This design comes from an exercise in tuning for small area, a short achievable clock period and few clock cycles on the open sky130 flow, not from production work.
Only simulation tests tie the RTL to the original design; equivalence was not proved.

==> inputs of run a <==
==> flow/design.v (excerpt) <==
module ProcessingElement #(
    parameter int MaxFiltW = PECfg::DefMaxFiltW,
    parameter int MaxOutW  = PECfg::DefMaxOutW,
    parameter int MaxCh    = PECfg::DefMaxCh
) (
    input  logic                         i_clk,
    input  logic                         i_rstN,
    input  logic                         i_start,
    input  logic [$clog2(MaxFiltW+1)-1:0] i_filtW,
    input  logic [$clog2(MaxOutW+1)-1:0]  i_outW,
    input  logic [$clog2(MaxCh+1)-1:0]    i_numCh,
    input  logic                         i_ipixValid,
    input  PECfg::Pix                    i_ipix,
    input  logic                         i_wpixValid,
    input  PECfg::Pix                    i_wpix,
    output logic                         o_fwdValid,
    output PECfg::Pix                    o_fwdPix,
    output logic                         o_psumValid,
    output PECfg::Psum                   o_psum,
    output logic                         o_done
);
clock: 8.0 ns
lec_check: 0
cap_margin: 20
core_margin: 2
core_utilization: 60
setup_slack_margin: 5.0
slew_margin: 20
run.sh (not shown) runs the stock make flow with config.mk's settings and CLKGATE_MAP_FILE= SYNTH_SCRIPT=/design/flow/synth_recipe.tcl, a recipe that flattens the netlist after the stock synthesis.
==> run b (differences from run a) <==
--- a/flow/design.v
+++ b/flow/design.v
@@ -26,19 +26,19 @@
     input  logic [7:0]  a0,
     input  logic [7:0]  b0,
     input  logic [7:0]  a1,
     input  logic [7:0]  b1,
     input  logic [7:0]  a2,
     input  logic [7:0]  b2,
     input  logic [7:0]  a3,
     input  logic [7:0]  b3,
-    input  logic [18:0] h,
-    output logic [18:0] o_rowA,
-    output logic [18:0] o_rowB
+    input  logic [19:0] h,
+    output logic [19:0] o_rowA,
+    output logic [19:0] o_rowB
 );
     logic pp_0_0_0;
     logic pp_0_0_1;
     logic pp_0_0_2;
     logic pp_0_0_3;
     logic pp_0_0_4;
     logic pp_0_0_5;
     logic pp_0_0_6;
@@ -614,16 +614,17 @@
     logic s515, c516;
     logic s517, c518;
     logic s519, c520;
     logic s521, c522;
     logic s523, c524;
     logic s525, c526;
     logic s527, c528;
     logic s529, c530;
+    logic s531, c532;
     logic r2_r1_s171;
     logic r2_h_0;
     logic r2_r1_s287;
     logic r2_h_1;
     logic r2_r1_s365;
     logic r2_h_2;
     logic r2_s499;
     logic r2_c500;
@@ -651,16 +652,18 @@
     logic r2_c522;
     logic r2_s523;
     logic r2_c524;
     logic r2_s525;
     logic r2_c526;
     logic r2_s527;
     logic r2_c528;
     logic r2_s529;
+    logic r2_c530;
+    logic r2_s531;
     assign pp_0_0_0 = a0[0] & b0[0];
     assign pp_0_0_1 = a0[0] & b0[1];
     assign pp_0_0_2 = a0[0] & b0[2];
     assign pp_0_0_3 = a0[0] & b0[3];
     assign pp_0_0_4 = a0[0] & b0[4];
     assign pp_0_0_5 = a0[0] & b0[5];
     assign pp_0_0_6 = a0[0] & b0[6];
     assign pp_0_0_7 = ~(a0[0] & b0[7]);
@@ -1437,16 +1440,18 @@
     assign s523 = c494 ^ s495 ^ h[15];
     assign c524 = (c494 & s495) | (h[15] & (c494 ^ s495));
     assign s525 = c496 ^ s497;
     assign c526 = c496 & s497;
     assign s527 = c498 ^ 1'b1 ^ h[17];
     assign c528 = (c498 & 1'b1) | (h[17] & (c498 ^ 1'b1));
     assign s529 = 1'b1 ^ h[18];
     assign c530 = 1'b1 & h[18];
+    assign s531 = 1'b1 ^ h[19];
+    assign c532 = 1'b1 & h[19];
     always_ff @(posedge i_clk) begin
         r1_s171 <= s171;
         r1_s287 <= s287;
         r1_s365 <= s365;
         r1_c366 <= c366;
         r1_s367 <= s367;
         r1_c368 <= c368;
         r1_s369 <= s369;
@@ -1538,19 +1543,21 @@
         r2_c522 <= c522;
         r2_s523 <= s523;
         r2_c524 <= c524;
         r2_s525 <= s525;
         r2_c526 <= c526;
         r2_s527 <= s527;
         r2_c528 <= c528;
         r2_s529 <= s529;
+        r2_c530 <= c530;
+        r2_s531 <= s531;
     end
-    assign o_rowA = {r2_c528, r2_c526, r2_c524, r2_c522, r2_c520, r2_c518, r2_c516, r2_c514, r2_c512, r2_c510, r2_c508, r2_c506, r2_c504, r2_c502, r2_c500, r2_s499, r2_r1_s365, r2_r1_s287, r2_r1_s171};
-    assign o_rowB = {r2_s529, r2_s527, r2_s525, r2_s523, r2_s521, r2_s519, r2_s517, r2_s515, r2_s513, r2_s511, r2_s509, r2_s507, r2_s505, r2_s503, r2_s501, 1'b0, r2_h_2, r2_h_1, r2_h_0};
+    assign o_rowA = {r2_c530, r2_c528, r2_c526, r2_c524, r2_c522, r2_c520, r2_c518, r2_c516, r2_c514, r2_c512, r2_c510, r2_c508, r2_c506, r2_c504, r2_c502, r2_c500, r2_s499, r2_r1_s365, r2_r1_s287, r2_r1_s171};
+    assign o_rowB = {r2_s531, r2_s529, r2_s527, r2_s525, r2_s523, r2_s521, r2_s519, r2_s517, r2_s515, r2_s513, r2_s511, r2_s509, r2_s507, r2_s505, r2_s503, r2_s501, 1'b0, r2_h_2, r2_h_1, r2_h_0};
 endmodule
 `timescale 1ns/1ps
 module ProcessingElement #(
     parameter int MaxFiltW = PECfg::DefMaxFiltW,
     parameter int MaxOutW  = PECfg::DefMaxOutW,
     parameter int MaxCh    = PECfg::DefMaxCh
 ) (
     input  logic                         i_clk,
@@ -1585,20 +1592,18 @@
     logic [7:0] fwdPix;
     logic       fb, rep, repFin;
     logic [NPix*8-1:0] chain;
     logic [127:0] wslot;
     logic [4:0] eI;
     logic [1:0] eCh;
     logic [7:0]  twR [4];
     logic        v1, z1, l1, v2, z2, l2, aV, aLast;
-    logic [18:0] rowA, rowB, headNx;
-    localparam int RW = 19;
-    logic [NPs*RW-1:0] ring;
-    logic [RW-1:0]     outSel;
+    logic [19:0] rowA, rowB, headNx;
+    logic [NPs*20-1:0] ring;
     logic [4:0]  kFin, pend, dCnt, q;    
     logic        psumValid, dLastR, doneR;
     logic [19:0] outR;
     logic        drOK, drainNow, drRot, ringEn, engDone, finStep, lastDrain, ldNow;
     logic startNow, accP, accW, pRowEnd, pLastR, wLastR, pMoreN, wMoreN;
     logic [4:0] pI_n;
     logic [1:0] pCh_n, wJ_n, wC_n;
     assign startNow = i_start && !run;
@@ -1744,74 +1749,69 @@
         .a2     (chain[73*8 +: 8]),
         .b2     (twR[2]),
         .a3     (chain[72*8 +: 8]),
         .b3     (twR[3]),
         .h      (headNx),
         .o_rowA (rowA),
         .o_rowB (rowB)
     );
-    logic [RW-1:0] newv;
+    logic [19:0] newv;
+    assign engDone  = (pend == 5'd0);
     assign drOK     = run && (kFin != 5'd0) && (q < 5'd6);
     assign ldNow    = (!pMore || (i_ipixValid && pLastR)) && (!wMore || (i_wpixValid && wLastR));
     assign drainNow = drOK && ldNow;
-    assign drRot    = run && engDone;
+    assign drRot    = drOK && ldDone && engDone;
     assign ringEn   = aV || drRot;
     assign finStep  = aV && aLast;
     assign lastDrain = drainNow && (dCnt == 5'(cW1));
-    assign headNx = (v2 && z2) ? 19'd0 : (ringEn ? ring[RW +: RW] : ring[0 +: RW]);
+    assign headNx = (v2 && z2) ? 20'd0 : (ringEn ? ring[20 +: 20] : ring[0 +: 20]);
     assign newv   = rowA + rowB;
     for (genvar k = 0; k < NPs; k++) begin : g_ring
         if (k < 3) begin : g_lo
             always_ff @(posedge i_clk) begin
-                if (ringEn) ring[RW*k +: RW] <= ring[RW*(k+1) +: RW];
+                if (ringEn) ring[20*k +: 20] <= ring[20*(k+1) +: 20];
             end
         end else if (k == NPs - 1) begin : g_top
             always_ff @(posedge i_clk) begin
-                if (ringEn) ring[RW*k +: RW] <= newv;
+                if (ringEn) ring[20*k +: 20] <= newv;
             end
         end else begin : g_mid
             always_ff @(posedge i_clk) begin
-                if (ringEn) ring[RW*k +: RW] <= (cW1 <= 4'(k)) ? newv : ring[RW*(k+1) +: RW];
+                if (ringEn) ring[20*k +: 20] <= (cW1 <= 4'(k)) ? newv : ring[20*(k+1) +: 20];
             end
         end
     end
     always_ff @(posedge i_clk) begin
         if (startNow) begin
-            engDone <= 1'b0;
             kFin <= '0;
             pend <= i_outW;
             dCnt <= '0;
             q    <= i_outW;
         end else if (ldDone && fb && !rep) begin
-            engDone <= 1'b0;
             kFin <= '0;
             pend <= 5'(cW1) + 5'd1;
             dCnt <= '0;
             q    <= 5'(cW1) + 5'd1;
         end else begin
             if (finStep) pend <= pend - 5'd1;
-            engDone <= (pend == 5'd0) || (finStep && pend == 5'd1);
             kFin <= drainNow ? kFin + 5'(finStep) - 5'd1 : kFin + 5'(finStep);
             dCnt <= drainNow ? dCnt + 5'd1 : dCnt;
             q    <= drainNow ? q - 5'(finStep || drRot) + 5'd1 : q - 5'(finStep || drRot);
         end
     end
-    always_comb begin
+    always_ff @(posedge i_clk) begin
         case (q[2:0])
-            3'd0:    outSel = ring[0*RW +: RW];
-            3'd1:    outSel = ring[1*RW +: RW];
-            3'd2:    outSel = ring[2*RW +: RW];
-            3'd3:    outSel = ring[3*RW +: RW];
-            3'd4:    outSel = ring[4*RW +: RW];
-            default: outSel = ring[5*RW +: RW];
+            3'd0:    outR <= ring[0*20 +: 20];
+            3'd1:    outR <= ring[1*20 +: 20];
+            3'd2:    outR <= ring[2*20 +: 20];
+            3'd3:    outR <= ring[3*20 +: 20];
+            3'd4:    outR <= ring[4*20 +: 20];
+            default: outR <= ring[5*20 +: 20];
         endcase
-    end
-    always_ff @(posedge i_clk) begin
-        outR <= {outSel[RW-1] && outSel[RW-2:0] != '0, outSel};
         if (!i_rstN) begin
             psumValid <= 1'b0;
             dLastR    <= 1'b0;
             doneR     <= 1'b0;
         end else begin
             psumValid <= drainNow;
             dLastR    <= lastDrain;
             doneR     <= dLastR;
CTS_BUF_LIST = sky130_fd_sc_hd__clkbuf_8   (was unset)
CTS_CLUSTER_SIZE = 30   (was unset)
==> run c (differences from run a) <==
--- a/flow/design.v
+++ b/flow/design.v
@@ -26,19 +26,19 @@
     input  logic [7:0]  a0,
     input  logic [7:0]  b0,
     input  logic [7:0]  a1,
     input  logic [7:0]  b1,
     input  logic [7:0]  a2,
     input  logic [7:0]  b2,
     input  logic [7:0]  a3,
     input  logic [7:0]  b3,
-    input  logic [18:0] h,
-    output logic [18:0] o_rowA,
-    output logic [18:0] o_rowB
+    input  logic [19:0] h,
+    output logic [19:0] o_rowA,
+    output logic [19:0] o_rowB
 );
     logic pp_0_0_0;
     logic pp_0_0_1;
     logic pp_0_0_2;
     logic pp_0_0_3;
     logic pp_0_0_4;
     logic pp_0_0_5;
     logic pp_0_0_6;
@@ -614,16 +614,17 @@
     logic s515, c516;
     logic s517, c518;
     logic s519, c520;
     logic s521, c522;
     logic s523, c524;
     logic s525, c526;
     logic s527, c528;
     logic s529, c530;
+    logic s531, c532;
     logic r2_r1_s171;
     logic r2_h_0;
     logic r2_r1_s287;
     logic r2_h_1;
     logic r2_r1_s365;
     logic r2_h_2;
     logic r2_s499;
     logic r2_c500;
@@ -651,16 +652,18 @@
     logic r2_c522;
     logic r2_s523;
     logic r2_c524;
     logic r2_s525;
     logic r2_c526;
     logic r2_s527;
     logic r2_c528;
     logic r2_s529;
+    logic r2_c530;
+    logic r2_s531;
     assign pp_0_0_0 = a0[0] & b0[0];
     assign pp_0_0_1 = a0[0] & b0[1];
     assign pp_0_0_2 = a0[0] & b0[2];
     assign pp_0_0_3 = a0[0] & b0[3];
     assign pp_0_0_4 = a0[0] & b0[4];
     assign pp_0_0_5 = a0[0] & b0[5];
     assign pp_0_0_6 = a0[0] & b0[6];
     assign pp_0_0_7 = ~(a0[0] & b0[7]);
@@ -1437,16 +1440,18 @@
     assign s523 = c494 ^ s495 ^ h[15];
     assign c524 = (c494 & s495) | (h[15] & (c494 ^ s495));
     assign s525 = c496 ^ s497;
     assign c526 = c496 & s497;
     assign s527 = c498 ^ 1'b1 ^ h[17];
     assign c528 = (c498 & 1'b1) | (h[17] & (c498 ^ 1'b1));
     assign s529 = 1'b1 ^ h[18];
     assign c530 = 1'b1 & h[18];
+    assign s531 = 1'b1 ^ h[19];
+    assign c532 = 1'b1 & h[19];
     always_ff @(posedge i_clk) begin
         r1_s171 <= s171;
         r1_s287 <= s287;
         r1_s365 <= s365;
         r1_c366 <= c366;
         r1_s367 <= s367;
         r1_c368 <= c368;
         r1_s369 <= s369;
@@ -1538,19 +1543,21 @@
         r2_c522 <= c522;
         r2_s523 <= s523;
         r2_c524 <= c524;
         r2_s525 <= s525;
         r2_c526 <= c526;
         r2_s527 <= s527;
         r2_c528 <= c528;
         r2_s529 <= s529;
+        r2_c530 <= c530;
+        r2_s531 <= s531;
     end
-    assign o_rowA = {r2_c528, r2_c526, r2_c524, r2_c522, r2_c520, r2_c518, r2_c516, r2_c514, r2_c512, r2_c510, r2_c508, r2_c506, r2_c504, r2_c502, r2_c500, r2_s499, r2_r1_s365, r2_r1_s287, r2_r1_s171};
-    assign o_rowB = {r2_s529, r2_s527, r2_s525, r2_s523, r2_s521, r2_s519, r2_s517, r2_s515, r2_s513, r2_s511, r2_s509, r2_s507, r2_s505, r2_s503, r2_s501, 1'b0, r2_h_2, r2_h_1, r2_h_0};
+    assign o_rowA = {r2_c530, r2_c528, r2_c526, r2_c524, r2_c522, r2_c520, r2_c518, r2_c516, r2_c514, r2_c512, r2_c510, r2_c508, r2_c506, r2_c504, r2_c502, r2_c500, r2_s499, r2_r1_s365, r2_r1_s287, r2_r1_s171};
+    assign o_rowB = {r2_s531, r2_s529, r2_s527, r2_s525, r2_s523, r2_s521, r2_s519, r2_s517, r2_s515, r2_s513, r2_s511, r2_s509, r2_s507, r2_s505, r2_s503, r2_s501, 1'b0, r2_h_2, r2_h_1, r2_h_0};
 endmodule
 `timescale 1ns/1ps
 module ProcessingElement #(
     parameter int MaxFiltW = PECfg::DefMaxFiltW,
     parameter int MaxOutW  = PECfg::DefMaxOutW,
     parameter int MaxCh    = PECfg::DefMaxCh
 ) (
     input  logic                         i_clk,
@@ -1585,20 +1592,18 @@
     logic [7:0] fwdPix;
     logic       fb, rep, repFin;
     logic [NPix*8-1:0] chain;
     logic [127:0] wslot;
     logic [4:0] eI;
     logic [1:0] eCh;
     logic [7:0]  twR [4];
     logic        v1, z1, l1, v2, z2, l2, aV, aLast;
-    logic [18:0] rowA, rowB, headNx;
-    localparam int RW = 19;
-    logic [NPs*RW-1:0] ring;
-    logic [RW-1:0]     outSel;
+    logic [19:0] rowA, rowB, headNx;
+    logic [NPs*20-1:0] ring;
     logic [4:0]  kFin, pend, dCnt, q;    
     logic        psumValid, dLastR, doneR;
     logic [19:0] outR;
     logic        drOK, drainNow, drRot, ringEn, engDone, finStep, lastDrain, ldNow;
     logic startNow, accP, accW, pRowEnd, pLastR, wLastR, pMoreN, wMoreN;
     logic [4:0] pI_n;
     logic [1:0] pCh_n, wJ_n, wC_n;
     assign startNow = i_start && !run;
@@ -1744,74 +1749,69 @@
         .a2     (chain[73*8 +: 8]),
         .b2     (twR[2]),
         .a3     (chain[72*8 +: 8]),
         .b3     (twR[3]),
         .h      (headNx),
         .o_rowA (rowA),
         .o_rowB (rowB)
     );
-    logic [RW-1:0] newv;
+    logic [19:0] newv;
+    assign engDone  = (pend == 5'd0);
     assign drOK     = run && (kFin != 5'd0) && (q < 5'd6);
     assign ldNow    = (!pMore || (i_ipixValid && pLastR)) && (!wMore || (i_wpixValid && wLastR));
     assign drainNow = drOK && ldNow;
-    assign drRot    = run && engDone;
+    assign drRot    = drOK && ldDone && engDone;
     assign ringEn   = aV || drRot;
     assign finStep  = aV && aLast;
     assign lastDrain = drainNow && (dCnt == 5'(cW1));
-    assign headNx = (v2 && z2) ? 19'd0 : (ringEn ? ring[RW +: RW] : ring[0 +: RW]);
+    assign headNx = (v2 && z2) ? 20'd0 : (ringEn ? ring[20 +: 20] : ring[0 +: 20]);
     assign newv   = rowA + rowB;
     for (genvar k = 0; k < NPs; k++) begin : g_ring
         if (k < 3) begin : g_lo
             always_ff @(posedge i_clk) begin
-                if (ringEn) ring[RW*k +: RW] <= ring[RW*(k+1) +: RW];
+                if (ringEn) ring[20*k +: 20] <= ring[20*(k+1) +: 20];
             end
         end else if (k == NPs - 1) begin : g_top
             always_ff @(posedge i_clk) begin
-                if (ringEn) ring[RW*k +: RW] <= newv;
+                if (ringEn) ring[20*k +: 20] <= newv;
             end
         end else begin : g_mid
             always_ff @(posedge i_clk) begin
-                if (ringEn) ring[RW*k +: RW] <= (cW1 <= 4'(k)) ? newv : ring[RW*(k+1) +: RW];
+                if (ringEn) ring[20*k +: 20] <= (cW1 <= 4'(k)) ? newv : ring[20*(k+1) +: 20];
             end
         end
     end
     always_ff @(posedge i_clk) begin
         if (startNow) begin
-            engDone <= 1'b0;
             kFin <= '0;
             pend <= i_outW;
             dCnt <= '0;
             q    <= i_outW;
         end else if (ldDone && fb && !rep) begin
-            engDone <= 1'b0;
             kFin <= '0;
             pend <= 5'(cW1) + 5'd1;
             dCnt <= '0;
             q    <= 5'(cW1) + 5'd1;
         end else begin
             if (finStep) pend <= pend - 5'd1;
-            engDone <= (pend == 5'd0) || (finStep && pend == 5'd1);
             kFin <= drainNow ? kFin + 5'(finStep) - 5'd1 : kFin + 5'(finStep);
             dCnt <= drainNow ? dCnt + 5'd1 : dCnt;
             q    <= drainNow ? q - 5'(finStep || drRot) + 5'd1 : q - 5'(finStep || drRot);
         end
     end
-    always_comb begin
+    always_ff @(posedge i_clk) begin
         case (q[2:0])
-            3'd0:    outSel = ring[0*RW +: RW];
-            3'd1:    outSel = ring[1*RW +: RW];
-            3'd2:    outSel = ring[2*RW +: RW];
-            3'd3:    outSel = ring[3*RW +: RW];
-            3'd4:    outSel = ring[4*RW +: RW];
-            default: outSel = ring[5*RW +: RW];
+            3'd0:    outR <= ring[0*20 +: 20];
+            3'd1:    outR <= ring[1*20 +: 20];
+            3'd2:    outR <= ring[2*20 +: 20];
+            3'd3:    outR <= ring[3*20 +: 20];
+            3'd4:    outR <= ring[4*20 +: 20];
+            default: outR <= ring[5*20 +: 20];
         endcase
-    end
-    always_ff @(posedge i_clk) begin
-        outR <= {outSel[RW-1] && outSel[RW-2:0] != '0, outSel};
         if (!i_rstN) begin
             psumValid <= 1'b0;
             dLastR    <= 1'b0;
             doneR     <= 1'b0;
         end else begin
             psumValid <= drainNow;
             dLastR    <= lastDrain;
             doneR     <= dLastR;
==> flow/flow/run.sh (new file) <==
#!/bin/bash
# The standard ORFS layout, with two changes: timing repair aims for more
# setup slack than config.mk may ask for, and ports get a plain buffer.
set -euo pipefail
cd "$(dirname "$0")/.."
bash standard.sh SETUP_SLACK_MARGIN=5.6 "BUFFER_PORTS_ARGS=-buffer_cell sky130_fd_sc_hd__buf_2" finish > standard_flow.log 2>&1
==> flow/standard.sh (new file) <==
#!/bin/bash
# synth_recipe.tcl (not shown) runs the flow's synth.tcl, then flattens the netlist and writes it again
# the make line also repeats each setting of config.mk as NAME=value (left out here)
make -C /OpenROAD-flow-scripts/flow DESIGN_CONFIG=/design/flow/config.mk WORK_HOME=/design/flow/orfs CLKGATE_MAP_FILE= SYNTH_SCRIPT=/design/flow/synth_recipe.tcl "${@:-finish}"
SETUP_SLACK_MARGIN = unset   (was 5.0)
removed: flow/run.sh
==> results_dict.tcl <==
set metrics [dict create \
    outcome "complete, no violations" \
    timing.rr.start "kFin[3]" \
    yosysTopAreaCellShare_pct 59.4 \
    antenna_found_initial 2 \
]
the above is filed under run c

==> results_dict.tcl <==
set metrics [dict create \
    timing.rr.start "kFin[3]" \
    gr-max-usage-layer "met2" \
    outcome "complete, no violations" \
    yosysTopAreaCellShare_pct 59.4 \
]
the above is filed under run b

==> results_dict.tcl <==
set metrics [dict create \
    outcome "complete, no violations" \
    min-delay-start "z1" \
    yosysTopAreaCellShare_pct 59.7 \
    grt_start_max_net_pins 170 \
    slew_viol_final 0 \
    timing.rr.start "chain[596]" \
    antenna_found_initial 1 \
]
the above is filed under run a

Testbench counts of run a, summed over its fixed seeds: cycles 8,124.
Testbench counts of run b, summed over its fixed seeds: cycles 8,124.
Testbench counts of run c, summed over its fixed seeds: cycles 8,124.

static timing again, ports no longer ideal:
The results above use ideal ports. As a check the final layouts listed here were re-extracted and re-timed, cells and wires unchanged.
Step 1 (the two cells are an assumption about what drives the block):
set clk [get_ports {i_clk}]
set_driving_cell -lib_cell sky130_fd_sc_hd__clkbuf_16 $clk
set_driving_cell -lib_cell sky130_fd_sc_hd__buf_2 [delete_from_list [all_inputs] $clk]
Step 2 also shifts input and output timing later by t, the mid clock arrival at the registers, as if the neighbouring blocks saw the same clock.
a / b / c = ideal ports / drivers / drivers and shift; a / b = the first two.
| run | shift t [ns] | slack for setup (ns) | worst data-port slew with drivers (ns) | pins driven straight from the clock port |
|---|---|---|---|---|
| run a | 0.788 | 4.869 / 4.911 / 4.123 | 0.11 | 1 |
| run b | 0.925 | 4.654 / 4.654 / 4.110 | 0.11 | 1 |
| run c | 0.809 | 4.567 / 4.567 / 4.567 | 0.09 | 1 |
After both steps setup and hold are still met in every run listed. For run a, which loses most, drivers alone change the setup slack by +0.042 ns; drivers and shift together by -0.746 ns.
